What follows belongs to an exercise in optimizing a design on an open flow for small area, a short achievable clock period and few clock cycles; a production flow would make more cautious choices.
Function was checked by simulation only, so behaviour that the tests miss may differ from the original.

==> inputs of trial 87 <==
## sa_top
module sa_top #(
  parameter int ROWS = sa_pkg::ROWS,
  parameter int COLS = sa_pkg::COLS
) (
  input  logic                               clk,
  input  logic                               rst,
  input  logic [sa_pkg::AXIL_ADDR_W-1:0]     axil_awaddr,
  input  logic                               axil_awvalid,
  output logic                               axil_awready,
  input  logic [sa_pkg::AXIL_DATA_W-1:0]     axil_wdata,
  input  logic [3:0]                         axil_wstrb,
  input  logic                               axil_wvalid,
  output logic                               axil_wready,
  output logic [1:0]                         axil_bresp,
  output logic                               axil_bvalid,
  input  logic                               axil_bready,
  input  logic [sa_pkg::AXIL_ADDR_W-1:0]     axil_araddr,
  input  logic                               axil_arvalid,
  output logic                               axil_arready,
  output logic [sa_pkg::AXIL_DATA_W-1:0]     axil_rdata,
  output logic [1:0]                         axil_rresp,
  output logic                               axil_rvalid,
  input  logic                               axil_rready,
  input  logic [COLS-1:0][sa_pkg::W_IN-1:0]  k_data,
  input  logic                               k_last,
  input  logic                               k_valid,
  output logic                               k_ready,
  input  logic [ROWS-1:0][sa_pkg::W_IN-1:0]  x_data,
  input  logic                               x_last,
  input  logic                               x_valid,
  output logic                               x_ready,
  input  logic [ROWS-1:0][sa_pkg::W_ACC-1:0] a_data,
  ...
==> flow/config.mk <==
export PLATFORM = sky130hd
export DESIGN_NAME = sa_top
export DESIGN_NICKNAME = sa_top
export VERILOG_FILES = /design/flow/design.v
export SDC_FILE = /design/flow/constraint.sdc
export NUM_CORES = 4
export LEC_CHECK = 0
export CAP_MARGIN = 20
export CORE_MARGIN = 2
export CORE_UTILIZATION = 40
export CTS_CLUSTER_DIAMETER = 140
export CTS_CLUSTER_SIZE = 24
export PLACE_DENSITY = 0.6
export SETUP_SLACK_MARGIN = 5
export SLEW_MARGIN = 20
export TNS_END_PERCENT = 5
==> flow/constraint.sdc <==
create_clock -name core_clock -period 10.5 [get_ports {clk}]
set_input_delay 2.1000 -clock core_clock [delete_from_list [all_inputs] [get_ports {clk}]]
set_output_delay 2.1000 -clock core_clock [all_outputs]
set_load 0.01 [all_outputs]
standard.sh (not shown) runs the stock make flow with config.mk's settings and CLKGATE_MAP_FILE= SYNTH_SCRIPT=/design/flow/synth_recipe.tcl, a recipe that flattens the netlist after the stock synthesis.
==> flow/flow/run.sh <==
#!/bin/bash
# The standard layout, with the smallest buffer on each input and output port
# (every port still gets its own buffer; the repair steps resize them where
# timing needs it). make's full output goes to standard.log.
set -euo pipefail
bash standard.sh "BUFFER_PORTS_ARGS=-buffer_cell sky130_fd_sc_hd__buf_1" finish > standard.log 2>&1
==> trial 91 (differences from trial 87) <==
--- a/flow/design.v
+++ b/flow/design.v
@@ -400,24 +400,24 @@
   logic fs34, fc34; assign fs34 = fc14 ^ fs15 ^ fc29; assign fc34 = (fc14 & fs15) | (fc14 & fc29) | (fs15 & fc29);
   logic fs35, fc35; assign fs35 = base[16] ^ 1'b1 ^ fc30; assign fc35 = (base[16] & 1'b1) | (base[16] & fc30) | (1'b1 & fc30);
   logic fs36, fc36; assign fs36 = fs4 ^ fs17 ^ fc31; assign fc36 = (fs4 & fs17) | (fs4 & fc31) | (fs17 & fc31);
   logic fs37, fc37; assign fs37 = fs22 ^ fs28 ^ fc32; assign fc37 = (fs22 & fs28) | (fs22 & fc32) | (fs28 & fc32);
   logic fs38, fc38; assign fs38 = fc23 ^ fs24 ^ fc33; assign fc38 = (fc23 & fs24) | (fc23 & fc33) | (fs24 & fc33);
   logic fs39, fc39; assign fs39 = base[17] ^ 1'b1 ^ fc35; assign fc39 = (base[17] & 1'b1) | (base[17] & fc35) | (1'b1 & fc35);
-  logic hs40, hc40; assign hs40 = fc17 ^ fs18; assign hc40 = fc17 & fs18;
-  logic hs41, hc41; assign hs41 = fc18 ^ fs19; assign hc41 = fc18 & fs19;
-  logic hs42, hc42; assign hs42 = fs20 ^ fs27; assign hc42 = fs20 & fs27;
-  logic hs43, hc43; assign hs43 = base[18] ^ 1'b1; assign hc43 = base[18] & 1'b1;
+  logic fs40, fc40; assign fs40 = fc17 ^ fs18 ^ fc36; assign fc40 = (fc17 & fs18) | (fc17 & fc36) | (fs18 & fc36);
+  logic fs41, fc41; assign fs41 = base[18] ^ 1'b1 ^ fc39; assign fc41 = (base[18] & 1'b1) | (base[18] & fc39) | (1'b1 & fc39);
+  logic hs42, hc42; assign hs42 = fc18 ^ fs19; assign hc42 = fc18 & fs19;
+  logic hs43, hc43; assign hs43 = fs20 ^ fs27; assign hc43 = fs20 & fs27;
   logic hs44, hc44; assign hs44 = base[19] ^ 1'b1; assign hc44 = base[19] & 1'b1;
   logic hs45, hc45; assign hs45 = base[20] ^ 1'b1; assign hc45 = base[20] & 1'b1;
   logic hs46, hc46; assign hs46 = base[21] ^ 1'b1; assign hc46 = base[21] & 1'b1;
   logic hs47, hc47; assign hs47 = base[22] ^ 1'b1; assign hc47 = base[22] & 1'b1;
   logic hs48, hc48; assign hs48 = base[23] ^ 1'b1; assign hc48 = base[23] & 1'b1;
   logic [23:0] ra, rb, lo;
-  assign ra = {hc47, hc46, hc45, hc44, hc43, hs43, fs39, fs35, fs30, fs25, fs34, fs29, fs38, fs33, fs37, hc42, hc41, hc40, hs40, fs36, fs31, fs26, fs16, fs1};
-  assign rb = {hs48, hs47, hs46, hs45, hs44, fc39, 1'b0, 1'b0, 1'b0, fc34, 1'b0, fc38, 1'b0, fc37, 1'b0, fs32, hs42, hs41, fc36, 1'b0, 1'b0, 1'b0, 1'b0, 1'b0};
+  assign ra = {hc47, hc46, hc45, hc44, hs44, fs41, fs39, fs35, fs30, fs25, fs34, fs29, fs38, fs33, fs37, hc43, hc42, hs42, fs40, fs36, fs31, fs26, fs16, fs1};
+  assign rb = {hs48, hs47, hs46, hs45, fc41, 1'b0, 1'b0, 1'b0, 1'b0, fc34, 1'b0, fc38, 1'b0, fc37, 1'b0, fs32, hs43, fc40, 1'b0, 1'b0, 1'b0, 1'b0, 1'b0, 1'b0};
   logic [23:0] g0, p0;
   assign g0 = ra & rb; assign p0 = ra ^ rb;
   logic pg1; assign pg1 = g0[1] | (p0[1] & g0[0]);
   logic pp1; assign pp1 = p0[1] & p0[0];
   logic pg2; assign pg2 = g0[3] | (p0[3] & g0[2]);
   logic pp2; assign pp2 = p0[3] & p0[2];
CORE_UTILIZATION = 55   (was 40)
CTS_CLUSTER_DIAMETER = 120   (was 140)
PLACE_DENSITY = 0.7   (was 0.6)
==> trial 29 (differences from trial 87) <==
--- a/flow/design.v
+++ b/flow/design.v
@@ -400,24 +400,24 @@
   logic fs34, fc34; assign fs34 = fc14 ^ fs15 ^ fc29; assign fc34 = (fc14 & fs15) | (fc14 & fc29) | (fs15 & fc29);
   logic fs35, fc35; assign fs35 = base[16] ^ 1'b1 ^ fc30; assign fc35 = (base[16] & 1'b1) | (base[16] & fc30) | (1'b1 & fc30);
   logic fs36, fc36; assign fs36 = fs4 ^ fs17 ^ fc31; assign fc36 = (fs4 & fs17) | (fs4 & fc31) | (fs17 & fc31);
   logic fs37, fc37; assign fs37 = fs22 ^ fs28 ^ fc32; assign fc37 = (fs22 & fs28) | (fs22 & fc32) | (fs28 & fc32);
   logic fs38, fc38; assign fs38 = fc23 ^ fs24 ^ fc33; assign fc38 = (fc23 & fs24) | (fc23 & fc33) | (fs24 & fc33);
   logic fs39, fc39; assign fs39 = base[17] ^ 1'b1 ^ fc35; assign fc39 = (base[17] & 1'b1) | (base[17] & fc35) | (1'b1 & fc35);
-  logic hs40, hc40; assign hs40 = fc17 ^ fs18; assign hc40 = fc17 & fs18;
-  logic hs41, hc41; assign hs41 = fc18 ^ fs19; assign hc41 = fc18 & fs19;
-  logic hs42, hc42; assign hs42 = fs20 ^ fs27; assign hc42 = fs20 & fs27;
-  logic hs43, hc43; assign hs43 = base[18] ^ 1'b1; assign hc43 = base[18] & 1'b1;
+  logic fs40, fc40; assign fs40 = fc17 ^ fs18 ^ fc36; assign fc40 = (fc17 & fs18) | (fc17 & fc36) | (fs18 & fc36);
+  logic fs41, fc41; assign fs41 = base[18] ^ 1'b1 ^ fc39; assign fc41 = (base[18] & 1'b1) | (base[18] & fc39) | (1'b1 & fc39);
+  logic hs42, hc42; assign hs42 = fc18 ^ fs19; assign hc42 = fc18 & fs19;
+  logic hs43, hc43; assign hs43 = fs20 ^ fs27; assign hc43 = fs20 & fs27;
   logic hs44, hc44; assign hs44 = base[19] ^ 1'b1; assign hc44 = base[19] & 1'b1;
   logic hs45, hc45; assign hs45 = base[20] ^ 1'b1; assign hc45 = base[20] & 1'b1;
   logic hs46, hc46; assign hs46 = base[21] ^ 1'b1; assign hc46 = base[21] & 1'b1;
   logic hs47, hc47; assign hs47 = base[22] ^ 1'b1; assign hc47 = base[22] & 1'b1;
   logic hs48, hc48; assign hs48 = base[23] ^ 1'b1; assign hc48 = base[23] & 1'b1;
   logic [23:0] ra, rb, lo;
-  assign ra = {hc47, hc46, hc45, hc44, hc43, hs43, fs39, fs35, fs30, fs25, fs34, fs29, fs38, fs33, fs37, hc42, hc41, hc40, hs40, fs36, fs31, fs26, fs16, fs1};
-  assign rb = {hs48, hs47, hs46, hs45, hs44, fc39, 1'b0, 1'b0, 1'b0, fc34, 1'b0, fc38, 1'b0, fc37, 1'b0, fs32, hs42, hs41, fc36, 1'b0, 1'b0, 1'b0, 1'b0, 1'b0};
+  assign ra = {hc47, hc46, hc45, hc44, hs44, fs41, fs39, fs35, fs30, fs25, fs34, fs29, fs38, fs33, fs37, hc43, hc42, hs42, fs40, fs36, fs31, fs26, fs16, fs1};
+  assign rb = {hs48, hs47, hs46, hs45, fc41, 1'b0, 1'b0, 1'b0, 1'b0, fc34, 1'b0, fc38, 1'b0, fc37, 1'b0, fs32, hs43, fc40, 1'b0, 1'b0, 1'b0, 1'b0, 1'b0, 1'b0};
   logic [23:0] g0, p0;
   assign g0 = ra & rb; assign p0 = ra ^ rb;
   logic pg1; assign pg1 = g0[1] | (p0[1] & g0[0]);
   logic pp1; assign pp1 = p0[1] & p0[0];
   logic pg2; assign pg2 = g0[3] | (p0[3] & g0[2]);
   logic pp2; assign pp2 = p0[3] & p0[2];
TNS_END_PERCENT = 0   (was 5)
==> build 63 (differences from trial 87) <==
--- a/flow/design.v
+++ b/flow/design.v
@@ -400,24 +400,24 @@
   logic fs34, fc34; assign fs34 = fc14 ^ fs15 ^ fc29; assign fc34 = (fc14 & fs15) | (fc14 & fc29) | (fs15 & fc29);
   logic fs35, fc35; assign fs35 = base[16] ^ 1'b1 ^ fc30; assign fc35 = (base[16] & 1'b1) | (base[16] & fc30) | (1'b1 & fc30);
   logic fs36, fc36; assign fs36 = fs4 ^ fs17 ^ fc31; assign fc36 = (fs4 & fs17) | (fs4 & fc31) | (fs17 & fc31);
   logic fs37, fc37; assign fs37 = fs22 ^ fs28 ^ fc32; assign fc37 = (fs22 & fs28) | (fs22 & fc32) | (fs28 & fc32);
   logic fs38, fc38; assign fs38 = fc23 ^ fs24 ^ fc33; assign fc38 = (fc23 & fs24) | (fc23 & fc33) | (fs24 & fc33);
   logic fs39, fc39; assign fs39 = base[17] ^ 1'b1 ^ fc35; assign fc39 = (base[17] & 1'b1) | (base[17] & fc35) | (1'b1 & fc35);
-  logic hs40, hc40; assign hs40 = fc17 ^ fs18; assign hc40 = fc17 & fs18;
-  logic hs41, hc41; assign hs41 = fc18 ^ fs19; assign hc41 = fc18 & fs19;
-  logic hs42, hc42; assign hs42 = fs20 ^ fs27; assign hc42 = fs20 & fs27;
-  logic hs43, hc43; assign hs43 = base[18] ^ 1'b1; assign hc43 = base[18] & 1'b1;
-  logic hs44, hc44; assign hs44 = base[19] ^ 1'b1; assign hc44 = base[19] & 1'b1;
+  logic fs40, fc40; assign fs40 = fc17 ^ fs18 ^ fc36; assign fc40 = (fc17 & fs18) | (fc17 & fc36) | (fs18 & fc36);
+  logic fs41, fc41; assign fs41 = base[18] ^ 1'b1 ^ fc39; assign fc41 = (base[18] & 1'b1) | (base[18] & fc39) | (1'b1 & fc39);
+  logic fs42, fc42; assign fs42 = fc18 ^ fs19 ^ fc40; assign fc42 = (fc18 & fs19) | (fc18 & fc40) | (fs19 & fc40);
+  logic fs43, fc43; assign fs43 = base[19] ^ 1'b1 ^ fc41; assign fc43 = (base[19] & 1'b1) | (base[19] & fc41) | (1'b1 & fc41);
+  logic hs44, hc44; assign hs44 = fs20 ^ fs27; assign hc44 = fs20 & fs27;
   logic hs45, hc45; assign hs45 = base[20] ^ 1'b1; assign hc45 = base[20] & 1'b1;
   logic hs46, hc46; assign hs46 = base[21] ^ 1'b1; assign hc46 = base[21] & 1'b1;
   logic hs47, hc47; assign hs47 = base[22] ^ 1'b1; assign hc47 = base[22] & 1'b1;
   logic hs48, hc48; assign hs48 = base[23] ^ 1'b1; assign hc48 = base[23] & 1'b1;
   logic [23:0] ra, rb, lo;
-  assign ra = {hc47, hc46, hc45, hc44, hc43, hs43, fs39, fs35, fs30, fs25, fs34, fs29, fs38, fs33, fs37, hc42, hc41, hc40, hs40, fs36, fs31, fs26, fs16, fs1};
-  assign rb = {hs48, hs47, hs46, hs45, hs44, fc39, 1'b0, 1'b0, 1'b0, fc34, 1'b0, fc38, 1'b0, fc37, 1'b0, fs32, hs42, hs41, fc36, 1'b0, 1'b0, 1'b0, 1'b0, 1'b0};
+  assign ra = {hc47, hc46, hc45, hs45, fs43, fs41, fs39, fs35, fs30, fs25, fs34, fs29, fs38, fs33, fs37, hc44, hs44, fs42, fs40, fs36, fs31, fs26, fs16, fs1};
+  assign rb = {hs48, hs47, hs46, fc43, 1'b0, 1'b0, 1'b0, 1'b0, 1'b0, fc34, 1'b0, fc38, 1'b0, fc37, 1'b0, fs32, fc42, 1'b0, 1'b0, 1'b0, 1'b0, 1'b0, 1'b0, 1'b0};
   logic [23:0] g0, p0;
   assign g0 = ra & rb; assign p0 = ra ^ rb;
   logic pg1; assign pg1 = g0[1] | (p0[1] & g0[0]);
   logic pp1; assign pp1 = p0[1] & p0[0];
   logic pg2; assign pg2 = g0[3] | (p0[3] & g0[2]);
   logic pp2; assign pp2 = p0[3] & p0[2];
==> results.sh <==
export IMPL_outcome="timing/DRC/antenna clean"
export IMPL_leakage_nw=27.9
export IMPL_multiInputGateArea_um2=39500
export IMPL_crit_chain="buf_4 > mux2i_4 > nor2_1 > a21oi_2 > fa_2 > inv_1 > fa_1 > inv_1 > fa_1 > inv_1 > fa_2 > fa_2 > fa_2 > ha_2 > a21o_1 > a2111o_1 > o211a_1 > or3_4 > a21oi_2 > xnor2_1"
export IMPL_area_delta_synth_final_pct=10.7
export IMPL_switching_share_pct=41.3
export IMPL_post_cts_setup_buffers=40
export IMPL_cp_slowest_cell="a2111o_1"
export IMPL_rr_endpoint="grid_i.bank[311]"
export IMPL_power_internal_mw=8.02
export IMPL_die_h_um=397
export IMPL_antenna_found_initial=28
export IMPL_drive_gt1_share_pct=10.8
export IMPL_comb_power_mw=8.16
export IMPL_final_util_pct=44.5
export IMPL_crit_required_ps=10890
export IMPL_core_area_um2=154000
export IMPL_whs_ps=418
export IMPL_first_pass_iters=6
export IMPL_dr_first_iter_drc_count=4446
the above is filed under build 63

==> results.sh <==
export IMPL_outcome="timing/DRC/antenna clean"
export IMPL_first_pass_iters=6
export IMPL_switching_share_pct=42.1
export IMPL_core_area_um2=156000
export IMPL_rr_endpoint="grid_i.bank[287]"
export IMPL_die_h_um=401
export IMPL_leakage_nw=29.5
export IMPL_dr_first_iter_drc_count=3727
export IMPL_whs_ps=425
export IMPL_post_cts_setup_buffers=72
export IMPL_comb_power_mw=8.85
export IMPL_final_util_pct=44.9
export IMPL_multiInputGateArea_um2=40300
export IMPL_power_internal_mw=8.32
the above is filed under trial 87

==> results.sh <==
export IMPL_leakage_nw=28.3
export IMPL_multiInputGateArea_um2=39700
export IMPL_drive_gt1_share_pct=10.8
export IMPL_comb_power_mw=8.86
export IMPL_die_h_um=340
export IMPL_whs_ps=427
export IMPL_area_delta_synth_final_pct=10.4
export IMPL_post_cts_setup_buffers=41
export IMPL_crit_chain="buf_2 > mux2_2 > fa_2 > fa_1 > fa_2 > fa_1 > ha_2 > fa_2 > a21oi_4 > o311a_4 > o31ai_4 > or3_1 > a31oi_1 > xnor2_1"
export IMPL_crit_required_ps=10910
export IMPL_cp_slowest_cell="fa_1"
export IMPL_outcome="timing/DRC/antenna clean"
export IMPL_core_area_um2=112000
export IMPL_antenna_found_initial=21
export IMPL_final_util_pct=61.0
the above is filed under trial 91

==> results.sh <==
export IMPL_first_pass_iters=5
export IMPL_crit_required_ps=10900
export IMPL_area_delta_synth_final_pct=10.0
export IMPL_outcome="timing/DRC/antenna clean"
export IMPL_cp_slowest_cell="fa_1"
export IMPL_post_cts_setup_buffers=11
export IMPL_rr_endpoint="grid_i.bank[117]"
export IMPL_leakage_nw=27.8
export IMPL_dr_first_iter_drc_count=3785
export IMPL_switching_share_pct=42.8
export IMPL_comb_power_mw=8.77
export IMPL_antenna_found_initial=28
the above is filed under trial 29

Testbench counts of trial 87, summed over its fixed seeds: cycles 5,239.
Testbench counts of trial 91, summed over its fixed seeds: cycles 5,239.
Testbench counts of trial 29, summed over its fixed seeds: cycles 5,239.
Testbench counts of build 63, summed over its fixed seeds: cycles 5,239.

[what the ideal ports hide]
The results above use ideal ports. As a check the final layouts listed here were re-extracted and re-timed, cells and wires unchanged.
Step 1, drivers: a clkbuf_16 drives clk and a buf_2 each remaining input, both assumed.
Step 2, shift: input delay + t, output delay - t, t = (earliest + latest rising clock arrival at the registers) / 2. This alone moves slack from input paths to output paths.
a / b / c = ideal ports / drivers / drivers and shift; a / b = the first two.
| run | shift t [ns] | slack for setup (ns) | clock arrival spread, ns | slew at the worst register clock pin (ns) |
|---|---|---|---|---|
| trial 87 | 0.739 | 4.859 / 4.763 / 4.024 | 0.049 / 0.048 | 0.12 / 0.12 |
| trial 91 | 0.727 | 4.957 / 4.901 / 4.174 | 0.044 / 0.044 | 0.11 / 0.11 |
| trial 29 | 0.728 | 4.902 / 4.883 / 4.155 | 0.041 / 0.041 | 0.12 / 0.12 |
| build 63 | 0.722 | 4.672 / 4.619 / 3.896 | 0.040 / 0.039 | 0.12 / 0.12 |
After both steps setup and hold are still met in every run listed. The setup slack of trial 87, which loses most, moves by -0.096 ns with the drivers and by -0.835 ns with both steps.
